Context: an optimization exercise on an open-source flow, tuned for small area, a short achievable clock period and few clock cycles per item. The choices shown serve that exercise and are no tape-out recipe.
RTL that was checked went through simulation tests only; none was proved equivalent to the original.

// circular_alpha_mask_premultiply_unit
module circular_alpha_mask_premultiply_unit (
  input  logic        clk,
  input  logic        rst_n,
  input  logic        cfg_we,
  input  logic [11:0] cfg_wdata,
  input  logic        in_valid,
  output logic        in_stall,
  input  logic [11:0] in_pos_x,
  input  logic [11:0] in_pos_y,
  input  logic [7:0]  in_blue_in,
  input  logic [7:0]  in_green_in,
  input  logic [7:0]  in_red_in,
  input  logic [7:0]  in_alpha_in,
  output logic        out_valid,
  input  logic        out_stall,
  output logic [7:0]  out_blue_out,
  output logic [7:0]  out_green_out,
  output logic [7:0]  out_red_out,
  output logic [7:0]  out_alpha_out,
  output logic [1:0]  out_region
);
  localparam int NV = 11;
  logic          run, kv, ov, busy;
  logic          en;
  logic [NV:1]   v;
  logic          inj1, inj2;
  assign en       = run;
  logic [11:0] size_r;
  logic [25:0] p2_r;        
  logic [25:0] p2n;
  logic [25:0] g_c;
  always_ff @(posedge clk) begin
    if (!rst_n)      size_r <= 12'd256;
    else if (cfg_we) size_r <= cfg_wdata;
  end
  always_ff @(posedge clk) begin
    if (!rst_n)             p2_r <= 26'd65536;
    else if (cfg_we)        p2_r <= 26'd0;
    else if (inj2 && en)    p2_r <= g_c;
  end
  assign p2n = ~p2_r;
  logic [16:0] t1_r, t2_r, t3_r, t4_r, t5_r, t6_r;
  logic [8:0]  shi_m1;
  always_ff @(posedge clk) begin
    t1_r <= {4'b0, size_r, 1'b0} - 17'd1;
    t2_r <= {3'b0, size_r, 2'b0} - 17'd4;
    t3_r <= {3'b0, size_r, 2'b0} + {4'b0, size_r, 1'b0} - 17'd9;
    t4_r <= {2'b0, size_r, 3'b0} - 17'd16;
    t5_r <= {2'b0, size_r, 3'b0} + {4'b0, size_r, 1'b0} - 17'd25;
  ...
Size: roughly 5300 cells after synthesis, ~850 flip-flops, roughly 61000 µm² of cells after synthesis.
make LEC_CHECK=0 CAP_MARGIN=20 CORE_MARGIN=2 CORE_UTILIZATION=40 SETUP_SLACK_MARGIN=2.5 SLEW_MARGIN=20 finish   # period 7.5 ns
run.sh (not shown) runs the stock make flow with config.mk's settings and CLKGATE_MAP_FILE= SYNTH_SCRIPT=/design/flow/synth_recipe.tcl, a recipe that flattens the netlist after the stock synthesis.
Next try:
- SETUP_SLACK_MARGIN: 2.5 -> unset
Outcome: Clock skew shrinks by 11 ps. Final area goes down slightly. Sequential cell count stays the same. Wire length shrinks slightly. Setup slack degrades by 1100 ps. Register-to-register slack loses 1100 ps.
No run of this note included a check of the RTL's function; only the layout flow was run.

* * *

north:
Another version of the RTL of circular_alpha_mask_premultiply_unit (not shown whole).
Size in the first run: ~860 flip-flops, ~110 I/O pins, ~0.059 mm² of cells after synthesis.
==> flow/config.mk <==
export PLATFORM = sky130hd
export DESIGN_NAME = circular_alpha_mask_premultiply_unit
export DESIGN_NICKNAME = circular_alpha_mask_premultiply_unit
export VERILOG_FILES = /design/flow/design.v
export SDC_FILE = /design/flow/constraint.sdc
export NUM_CORES = 4
export LEC_CHECK = 0
export CAP_MARGIN = 20
export CORE_MARGIN = 2
export CORE_UTILIZATION = 60
export SETUP_SLACK_MARGIN = 3.6
export SLEW_MARGIN = 20
==> flow/constraint.sdc <==
create_clock -name core_clock -period 7.5 [get_ports {clk}]
set_input_delay 1.5000 -clock core_clock [delete_from_list [all_inputs] [get_ports {clk}]]
set_output_delay 1.5000 -clock core_clock [all_outputs]
set_load 0.01 [all_outputs]
For south, these inputs were changed with respect to north:
- SETUP_SLACK_MARGIN now 3.8, was 3.6
Results
- Comparing north and south, instance count on the critical path is higher on north.
- Changes observed in south relative to north: finished layout cell area now sits higher; total global-route track usage moved up; post-placement cell area ~0 delta.
- south vs north, data arrival time of the worst path went down by 0.16 ns.
- From north to south the numbers moved as follows: period utilization lost 1.7 points; core utilization picked up an extra 1.5 points; relative slew slack picked up an extra 5.6 points.
No functional check of the RTL was part of any run of this note.

* * *

onyx:
circular_alpha_mask_premultiply_unit, a different RTL version from the one above (not shown whole).
For scale: ~110 I/O pins, roughly 0.058 mm^2 of cells after synthesis.
clock: 7.5 ns
lec_check: 0
cap_margin: 20
core_margin: 2
core_utilization: 70
cts_cluster_diameter: 100
cts_cluster_size: 24
place_density: 0.75
setup_slack_margin: 3.8
slew_margin: 20
Testbench counts of onyx, summed over its fixed seeds: cycles 12,400, items 12,288.
### onyx -> indigo
# onyx
export LEC_CHECK = 0
export CAP_MARGIN = 20
export CORE_MARGIN = 2
export CORE_UTILIZATION = 70
export CTS_CLUSTER_DIAMETER = 100
export CTS_CLUSTER_SIZE = 24
export PLACE_DENSITY = 0.75
export SETUP_SLACK_MARGIN = 3.8
export SLEW_MARGIN = 20
create_clock -name core_clock -period 7.5 [get_ports {clk}]
# indigo
export LEC_CHECK = 0
export CAP_MARGIN = 20
export CORE_MARGIN = 2
export CORE_UTILIZATION = 60
export CTS_CLUSTER_DIAMETER = 100
export CTS_CLUSTER_SIZE = 24
export SETUP_SLACK_MARGIN = 3.9
export SLEW_MARGIN = 20
create_clock -name core_clock -period 7.5 [get_ports {clk}]
### Flow results
Summary of indigo over onyx: post-route clock period utilization -2.2 points, via count -381, area added between synthesis and finish +3.4 points.
ua3[10] as the termination of the worst setup path was reported by onyx, and ua3[4] by indigo.
Relative to indigo, the following input files were edited for yarrow:
# indigo
export LEC_CHECK = 0
export CAP_MARGIN = 20
export CORE_MARGIN = 2
export CORE_UTILIZATION = 60
export CTS_CLUSTER_DIAMETER = 100
export CTS_CLUSTER_SIZE = 24
export SETUP_SLACK_MARGIN = 3.9
export SLEW_MARGIN = 20
create_clock -name core_clock -period 7.5 [get_ports {clk}]
# yarrow
export LEC_CHECK = 0
export CAP_MARGIN = 20
export CORE_MARGIN = 2
export CORE_UTILIZATION = 60
export CTS_CLUSTER_DIAMETER = 110
export CTS_CLUSTER_SIZE = 30
export SETUP_SLACK_MARGIN = 3.8
export SLEW_MARGIN = 20
create_clock -name core_clock -period 7.5 [get_ports {clk}]
Relative to indigo, the met1 usage of yarrow is lower by 0.93 points.
Diff indigo -> yarrow | average wire per standard cell | decrease of about 1.7%
--- input diff yarrow..maple ---
# yarrow
export LEC_CHECK = 0
export CAP_MARGIN = 20
export CORE_MARGIN = 2
export CORE_UTILIZATION = 60
export CTS_CLUSTER_DIAMETER = 110
export CTS_CLUSTER_SIZE = 30
export SETUP_SLACK_MARGIN = 3.8
export SLEW_MARGIN = 20
create_clock -name core_clock -period 7.5 [get_ports {clk}]
# maple
export LEC_CHECK = 0
export CAP_MARGIN = 20
export CORE_MARGIN = 2
export CORE_UTILIZATION = 60
export CTS_CLUSTER_DIAMETER = 100
export CTS_CLUSTER_SIZE = 24
export SETUP_SLACK_MARGIN = 3.6
export SLEW_MARGIN = 20
create_clock -name core_clock -period 7.5 [get_ports {clk}]
Between yarrow and maple, the flow reports routed length on met3 decreasing by a few percent.
Number of CTS-inserted buffers is higher on maple
In maple the ratio of cells with drive above 1 in the final layout turned out 4.2 points lower than in yarrow.
Going from yarrow to maple, part of the cycle the worst path needs grows by 1.2 points.
[compare] base=yarrow new=maple: hold slack closely matched the old numbers, sequential share of layout area increased by 0.84 points relative to the old numbers, area added between synthesis and finish decreased by 2.4 points relative to the old numbers.
Routed wire length improves in maple relative to yarrow.
The inputs of xenon differ from those of maple as listed below.
# maple
export LEC_CHECK = 0
export CAP_MARGIN = 20
export CORE_MARGIN = 2
export CORE_UTILIZATION = 60
export CTS_CLUSTER_DIAMETER = 100
export CTS_CLUSTER_SIZE = 24
export SETUP_SLACK_MARGIN = 3.6
export SLEW_MARGIN = 20
create_clock -name core_clock -period 7.5 [get_ports {clk}]
# xenon
export LEC_CHECK = 0
export CAP_MARGIN = 20
export CORE_MARGIN = 2
export CORE_UTILIZATION = 60
export SETUP_SLACK_MARGIN = 4.0
export SLEW_MARGIN = 20
create_clock -name core_clock -period 7.5 [get_ports {clk}]
[summary]
Compared with maple, total length of routed wires in xenon increased by a little under 10%. On ratio of routed vias to standard cells, maple tracks xenon almost exactly. The global-route usage over all layers reported for xenon is greater than that of maple by 1.7 points. The slew at the pin closest to its max-slew limit of xenon exceeds that of maple by 0.11 ns. Comparing xenon against maple, there is no change at all in flip-flop and latch count. xenon: met1 track demand over resource is 1.4 points higher than what maple reported. Compared with maple, in xenon via count saw an increase, fraction of final layout cells sized beyond drive strength 1 increased by 11 points relative to the old numbers. Final cell count came out higher on xenon than on maple.

* * *

run X:
circular_alpha_mask_premultiply_unit, a different RTL version from the one above (not shown whole).
Size: roughly 5200 cells after synthesis, roughly 810 flip-flops, about 57000 µm² of cells after synthesis.
==> flow/design.v (excerpt) <==
module circular_alpha_mask_premultiply_unit (
  input  logic        clk,
  input  logic        rst_n,
  input  logic        cfg_we,
  input  logic [11:0] cfg_wdata,
  input  logic        in_valid,
  output logic        in_stall,
  input  logic [11:0] in_pos_x,
  input  logic [11:0] in_pos_y,
  input  logic [7:0]  in_blue_in,
  input  logic [7:0]  in_green_in,
  input  logic [7:0]  in_red_in,
  input  logic [7:0]  in_alpha_in,
  output logic        out_valid,
  input  logic        out_stall,
  output logic [7:0]  out_blue_out,
  output logic [7:0]  out_green_out,
  output logic [7:0]  out_red_out,
  output logic [7:0]  out_alpha_out,
  output logic [1:0]  out_region
);
Settings: LEC_CHECK=0, CAP_MARGIN=20, CORE_MARGIN=2, CORE_UTILIZATION=40, SETUP_SLACK_MARGIN=3.5, SLEW_MARGIN=20; clock period 7.5 ns.
Testbench counts of run X, summed over its fixed seeds: cycles 12,392, items 12,288.
Input-level comparison between run D and run X:
Settings: SETUP_SLACK_MARGIN now 4.0, was 3.5.
Changes observed in run D relative to run X: core occupancy in the finished layout has increased. Largest net degree at the start of global routing ends up higher on run D. From run X to run D, sequential cell count did not move at all. Run D has less setup slack than run X. For run D, the timing startpoint of the critical path was zx1[11], unlike run X, where it was zx1[2].

[re-timing with driven ports]
No port has a modelled driver above. Below, the same layouts with a new extraction and two added sets of constraints. Step 1: set_driving_cell puts a clkbuf_16 on clk and a buf_2 on each other input, an assumption about the parent block. Step 2 also shifts input and output timing later by t, the mid clock arrival at the registers, as if the neighbouring blocks saw the same clock. a / b / c = ideal ports / drivers / drivers and shift; a / b = the first two.
run	t (ns)	setup slack, ns	hold WS [ns]	worst setup path at the end	clock arrival spread, ns
the first run of note 1	0.774	2.666 / 2.666 / 2.567	0.386 / 0.386 / 0.386	input to register	0.069 / 0.069
the second run of note 1	0.781	1.583 / 1.583 / 1.583	0.390 / 0.390 / 0.390	register to register	0.050 / 0.050
north	0.748	3.645 / 3.645 / 3.300	0.403 / 0.403 / 0.403	input to register	0.034 / 0.034
south	0.740	3.774 / 3.774 / 3.387	0.404 / 0.404 / 0.404	input to register	0.045 / 0.045
onyx	0.704	3.568 / 3.568 / 3.326	0.413 / 0.413 / 0.413	input to register	0.028 / 0.029
indigo	0.734	3.734 / 3.734 / 3.487	0.413 / 0.413 / 0.413	input to register	0.029 / 0.029
yarrow	0.712	3.734 / 3.734 / 3.335	0.415 / 0.415 / 0.415	input to register	0.034 / 0.035
maple	0.728	3.647 / 3.647 / 3.371	0.415 / 0.415 / 0.415	input to register	0.028 / 0.027
xenon	0.762	3.751 / 3.751 / 3.479	0.405 / 0.405 / 0.405	input to register	0.065 / 0.066
run X	0.760	3.466 / 3.466 / 2.894	0.368 / 0.368 / 0.368	input to register	0.070 / 0.070
run D	0.758	3.400 / 3.400 / 3.335	0.385 / 0.385 / 0.385	input to register	0.069 / 0.069
After both steps every run listed still meets setup and hold. For run X, which loses most, drivers alone change the setup slack by 0.000 ns; drivers and shift together by -0.572 ns.
